From an optimization exercise on the open Yosys and OpenROAD flow, aimed at small area and a short achievable clock period; shortcuts taken in it are not production practice.
RTL that was checked went through simulation tests only; none was proved equivalent to the original.
Power figures rest on the tool's default switching activity, not on a simulated workload.

== red ==
## psum_drain_top
module psum_drain_top (
    input  logic        iCLK,
    input  logic        iRSTn,
    input  logic        iStart,
    input  logic [4:0]  iNumRows,
    input  logic [7:0]  iNumPass,
    input  logic        iPsumVld,
    input  logic [63:0] iPsum,
    output logic [31:0] oData,
    output logic        oValid,
    input  logic        iReady,
    output logic        oBusy,
    output logic        oDone,
    output logic        oOvf
);
Size in the first run: ~1800 flip-flops, ~120 I/O pins.
export LEC_CHECK = 0
export ABC_CLOCK_PERIOD_IN_PS = 1500
export CAP_MARGIN = 20
export CORE_MARGIN = 2
export CORE_UTILIZATION = 40
export CTS_CLUSTER_DIAMETER = 100
export CTS_CLUSTER_SIZE = 25
export SETUP_SLACK_MARGIN = 4.5
export SLEW_MARGIN = 20
export TNS_END_PERCENT = 10
create_clock -name core_clock -period 7.5 [get_ports {iCLK}]
standard.sh (not shown) runs the stock make flow with config.mk's settings and CLKGATE_MAP_FILE= SYNTH_SCRIPT=/design/flow/synth_recipe.tcl, a recipe that flattens the netlist after the stock synthesis.
==> flow/flow/run.sh <==
#!/bin/bash
# The standard layout (the standard.sh, with the standard flow's synthesis script) with
# three changes:
#  * abc maps the combinational logic with a delay-driven script
#    (flow/abc_speed.script, "map" against ABC_CLOCK_PERIOD_IN_PS) instead of
#    ORFS's default; flip-flop mapping is untouched, so the registers are the
#    standard synthesis's;
#  * adders are left to abc instead of being pre-mapped to full/half-adder cells
#    (ADDER_MAP_FILE empty);
#  * the port buffers are sky130_fd_sc_hd__buf_2 instead of the default
#    delay-cell buffer; every input and output port is still buffered.
# ORFS's scripts are copied into the work folder so that only the abc script
# differs; all tool output goes to standard_flow.log and ORFS's own logs.
set -euo pipefail
rm -rf scripts_mod
cp -r "$FLOW_HOME/scripts" scripts_mod
cp flow/abc_speed.script scripts_mod/abc_speed.script
bash standard.sh "SCRIPTS_DIR=$PWD/scripts_mod" "ADDER_MAP_FILE=" \
    "BUFFER_PORTS_ARGS=-buffer_cell sky130_fd_sc_hd__buf_2" finish > standard_flow.log 2>&1
==> flow/flow/abc_speed.script <==
strash
dch -f
map {D}
buffer -c
topo
upsize {D}
dnsize {D}
Looking at the reports, red completed the entire flow and the layout it produced met the timing, DRC and antenna checks.
For blue, these inputs were changed with respect to red:
- SETUP_SLACK_MARGIN changed from 4.5 to 4.6
- ABC_CLOCK_PERIOD_IN_PS changed from 1500 to 2000
- TNS_END_PERCENT changed from 10 to 30
- Looking at worst-path cell with the longest stage delay, the sky130_fd_sc_hd__a211oi_1 result is from blue; the sky130_fd_sc_hd__a2111oi_0 one comes from red.
- Number of levels the H-tree was split into came out exactly the same in blue and red.
- Going from red to blue, signed area change from the synthesized netlist to the final layout climbed 0.19 points; pin count of the biggest net entering global routing climbed 22; leakage component of the power barely changed; largest driver fanout on the critical path dropped 8; worst hold margin climbed 25 ps.
The inputs of green differ from those of blue as listed below.
- changing SETUP_SLACK_MARGIN from 4.6 to 5.0
- changing TNS_END_PERCENT from 30 to 100
==> run summary <==
In summary, blue completed successfully, with a layout that passed the timing, DRC and antenna checks. green finished every step from synthesis to the final layout, and the layout passed the timing, DRC and antenna checks. The start point of the critical path comes out u_drain.rdp[0] in one run and u_drain.oq[27] in the other, namely in blue and green respectively. Delta (green minus blue): number of buffers other than clock buffers in the final layout picked up an extra 104; total vias in the final route saw an increase; buffers inserted during post-CTS setup optimization rose by 41; total power of the final layout up 0.0013 W. Higher worst hold slack after final layout goes to blue over green. Relative to blue, shortest clock period the worst path allows after layout has decreased by 78 ps in green. Compared green vs blue, and final worst-path cycle share is down in green.
Relative to green, the following input files were edited for orange:
- SETUP_SLACK_MARGIN: 5.0 -> 4.5
- TNS_END_PERCENT: 100 -> 10
==> run summary <==
Total chip power down about 3.7% in orange wrt green. Run comparison: green startpoint of the worst setup timing path u_drain.oq[27]; orange startpoint of the worst setup timing path u_drain.rdp[4]. Compared with green, orange shows a lower switching power as a share of total power. Re share of power burned in the clock network: orange and green aren't equal, and the higher value belongs to orange. orange reached the end of the flow, and the finished layout is clean on the timing, DRC and antenna checks. Changes observed in orange relative to green: clock slew at the register clock pins of the worst setup and hold paths level, non-clock buffer share of cell area moved down.
Changes in purple relative to orange:
- changing SETUP_SLACK_MARGIN from 4.5 to 4.8
- changing TNS_END_PERCENT from 10 to 50
Results
Sort orange and purple by overall fraction of global-route tracks in use desc -> top: orange. Via count, purple vs orange: down slightly. Count of clock-buffer cells in the layout, orange and purple: lower on orange. When purple is set beside orange, its routability-driven placement congestion ratio turns out to be 4.0% smaller. The estimated power of purple ends up higher than the estimate for orange. Share of the core filled with cells in the final layout in purple vs orange: up 0.76 points.


Another version of the RTL of psum_drain_top (not shown whole).
Size: about 4500 cells after synthesis, about 1800 flip-flops.
Settings: LEC_CHECK=0, CAP_MARGIN=20, CORE_MARGIN=2, CORE_UTILIZATION=40, SETUP_SLACK_MARGIN=4.5, SLEW_MARGIN=20, TNS_END_PERCENT=10; clock period 7.5 ns.
run.sh (not shown) runs the stock make flow with config.mk's settings and CLKGATE_MAP_FILE= SYNTH_SCRIPT=/design/flow/synth_recipe.tcl, a recipe that flattens the netlist after the stock synthesis.
Stock flow here: none of the scripts above is used.
Edit:
Settings changed: CTS_BUF_LIST set to sky130_fd_sc_hd__clkbuf_4 sky130_fd_sc_hd__clkbuf_8.
Routed wire length grows by 0.78%.
Critical path depth falls by 7.
Total power fell by about 1.2%.
Sequential power stays flat.
Core utilization hardly moves.
Worst setup slack improves by 0.035 ns.
Sequential share of layout area stays flat.


Another version of the RTL of psum_drain_top (not shown whole).
Size: ~4700 cells after synthesis, about 120 I/O pins, about 72000 µm² of cells after synthesis.
Settings: LEC_CHECK=0, CAP_MARGIN=20, CORE_MARGIN=2, CORE_UTILIZATION=40, SETUP_SLACK_MARGIN=4.3, SLEW_MARGIN=20, TNS_END_PERCENT=10; clock period 7.5 ns.
The starting point finished clean.
Next try:
Settings changed: TNS_END_PERCENT 10 to not set.
Outcome: Wire length came out lower by 1.7%. Global-route usage came out lower by 0.34 points. Die area stays the same. Power came out higher by about 0.7%. Worst setup slack degrades by 0.11 ns. Combinational power barely changes. Critical path depth came out lower by 2. Clock skew came out lower by 0.025 ns. Sequential power hardly moves. Cell area came out higher by about 0.9%. Fmax came out lower by about 3%.
No functional check of the RTL was part of any run of this note.


Setup of job 102:
Another version of the RTL of psum_drain_top (not shown whole).
Size in the first run: roughly 4500 cells after synthesis, ~1800 flip-flops, about 70000 um^2 of cells after synthesis.
==> flow/design.v (excerpt) <==
module psum_drain_top (
    input  logic        iCLK,
    input  logic        iRSTn,
    input  logic        iStart,
    input  logic [4:0]  iNumRows,
    input  logic [7:0]  iNumPass,
    input  logic        iPsumVld,
    input  logic [63:0] iPsum,
    output logic [31:0] oData,
    output logic        oValid,
    input  logic        iReady,
    output logic        oBusy,
    output logic        oDone,
    output logic        oOvf
);
export LEC_CHECK = 0
export CAP_MARGIN = 20
export CORE_MARGIN = 2
export CORE_UTILIZATION = 40
export CTS_CLUSTER_DIAMETER = 100
export CTS_CLUSTER_SIZE = 25
export SETUP_SLACK_MARGIN = 4.5
export SLEW_MARGIN = 20
export TNS_END_PERCENT = 10
create_clock -name core_clock -period 7.5 [get_ports {iCLK}]
standard.sh (not shown) runs the stock make flow with config.mk's settings and CLKGATE_MAP_FILE= SYNTH_SCRIPT=/design/flow/synth_recipe.tcl, a recipe that flattens the netlist after the stock synthesis.
==> flow/flow/run.sh <==
#!/bin/bash
# The standard layout (the standard.sh, standard synthesis unchanged), with
# the port buffers made from sky130_fd_sc_hd__buf_2 instead of the default
# delay-cell buffer. Every input and output port is still buffered.
set -euo pipefail
bash standard.sh "BUFFER_PORTS_ARGS=-buffer_cell sky130_fd_sc_hd__buf_2" finish > standard_flow.log 2>&1
Job 102 completed every stage of the flow, and the final layout passed the timing, DRC and antenna checks.
The inputs of job 101 differ from those of job 102 as listed below.
Settings: ABC_CLOCK_PERIOD_IN_PS now 2000, previously not set.
==> flow/flow/run.sh <==
#!/bin/bash
# The standard layout (the standard.sh, with the standard flow's synthesis script) with
# three changes:
#  * abc maps the combinational logic with a delay-driven script
#    (flow/abc_speed.script, "map" against ABC_CLOCK_PERIOD_IN_PS) instead of
#    ORFS's default; flip-flop mapping is untouched, so the registers are the
#    standard synthesis's;
#  * adders are left to abc instead of being pre-mapped to full/half-adder cells
#    (ADDER_MAP_FILE empty);
#  * the port buffers are sky130_fd_sc_hd__buf_2 instead of the default
#    delay-cell buffer; every input and output port is still buffered.
# ORFS's scripts are copied into the work folder so that only the abc script
# differs; all tool output goes to standard_flow.log and ORFS's own logs.
set -euo pipefail
rm -rf scripts_mod
cp -r "$FLOW_HOME/scripts" scripts_mod
cp flow/abc_speed.script scripts_mod/abc_speed.script
bash standard.sh "SCRIPTS_DIR=$PWD/scripts_mod" "ADDER_MAP_FILE=" \
    "BUFFER_PORTS_ARGS=-buffer_cell sky130_fd_sc_hd__buf_2" finish > standard_flow.log 2>&1
==> flow/flow/abc_speed.script (new file) <==
strash
dch -f
map {D}
buffer -c
topo
upsize {D}
dnsize {D}
Findings:
- Job 102 → job 101: global-route wire length before repair rose 5.2 mm, via count of the first global-routing pass rose 937, wire length on met3 fell about 17%.

==> static timing again, ports no longer ideal <==
Ports are ideal in the flow. The routed layouts listed here were re-timed in OpenROAD. Step 1 sets driving cells, clkbuf_16 on the clock port and buf_2 on the other inputs (assumed; they add their load-dependent delay and slew). Step 2, shift: input delay + t, output delay - t, t = (earliest + latest rising clock arrival at the registers) / 2. This alone moves slack from input paths to output paths. Slacks: ideal ports / drivers / drivers and shift; pairs: ideal ports / drivers.
| run | t (ns) | slack for setup (ns) | worst hold slack (ns) | worst setup path after step 2 | clock arrival spread, ns |
|---|---|---|---|---|---|
| red | 0.821 | 4.323 / 4.323 / 3.584 | 0.376 / 0.376 / 0.376 | input to register | 0.045 / 0.045 |
| blue | 0.823 | 4.447 / 4.420 / 3.722 | 0.402 / 0.402 / 0.402 | input to register | 0.049 / 0.049 |
| green | 0.844 | 4.526 / 4.437 / 4.135 | 0.382 / 0.382 / 0.382 | input to register | 0.044 / 0.044 |
| orange | 0.821 | 4.323 / 4.323 / 3.584 | 0.376 / 0.376 / 0.376 | input to register | 0.045 / 0.045 |
| purple | 0.841 | 4.535 / 4.450 / 3.955 | 0.381 / 0.381 / 0.381 | input to register | 0.055 / 0.056 |
| the first run of note 2 | 0.893 | 4.163 / 4.089 / 3.332 | 0.404 / 0.404 / 0.404 | input to register | 0.055 / 0.054 |
| the second run of note 2 | 1.068 | 4.198 / 4.128 / 3.178 | 0.391 / 0.391 / 0.391 | input to register | 0.092 / 0.092 |
| the first run of note 3 | 0.893 | 3.826 / 3.872 / 2.980 | 0.407 / 0.407 / 0.407 | input to register | 0.061 / 0.061 |
| the second run of note 3 | 0.876 | 3.716 / 3.751 / 2.875 | 0.416 / 0.416 / 0.416 | input to register | 0.038 / 0.038 |
| job 102 | 0.819 | 4.162 / 4.213 / 3.394 | 0.398 / 0.398 / 0.398 | input to register | 0.059 / 0.060 |
| job 101 | 0.811 | 4.375 / 4.402 / 3.628 | 0.369 / 0.369 / 0.369 | input to register | 0.041 / 0.041 |
After both steps every run listed still meets setup and hold. For the second run of note 2, which loses most, drivers alone change the setup slack by -0.070 ns; drivers and shift together by -1.020 ns.
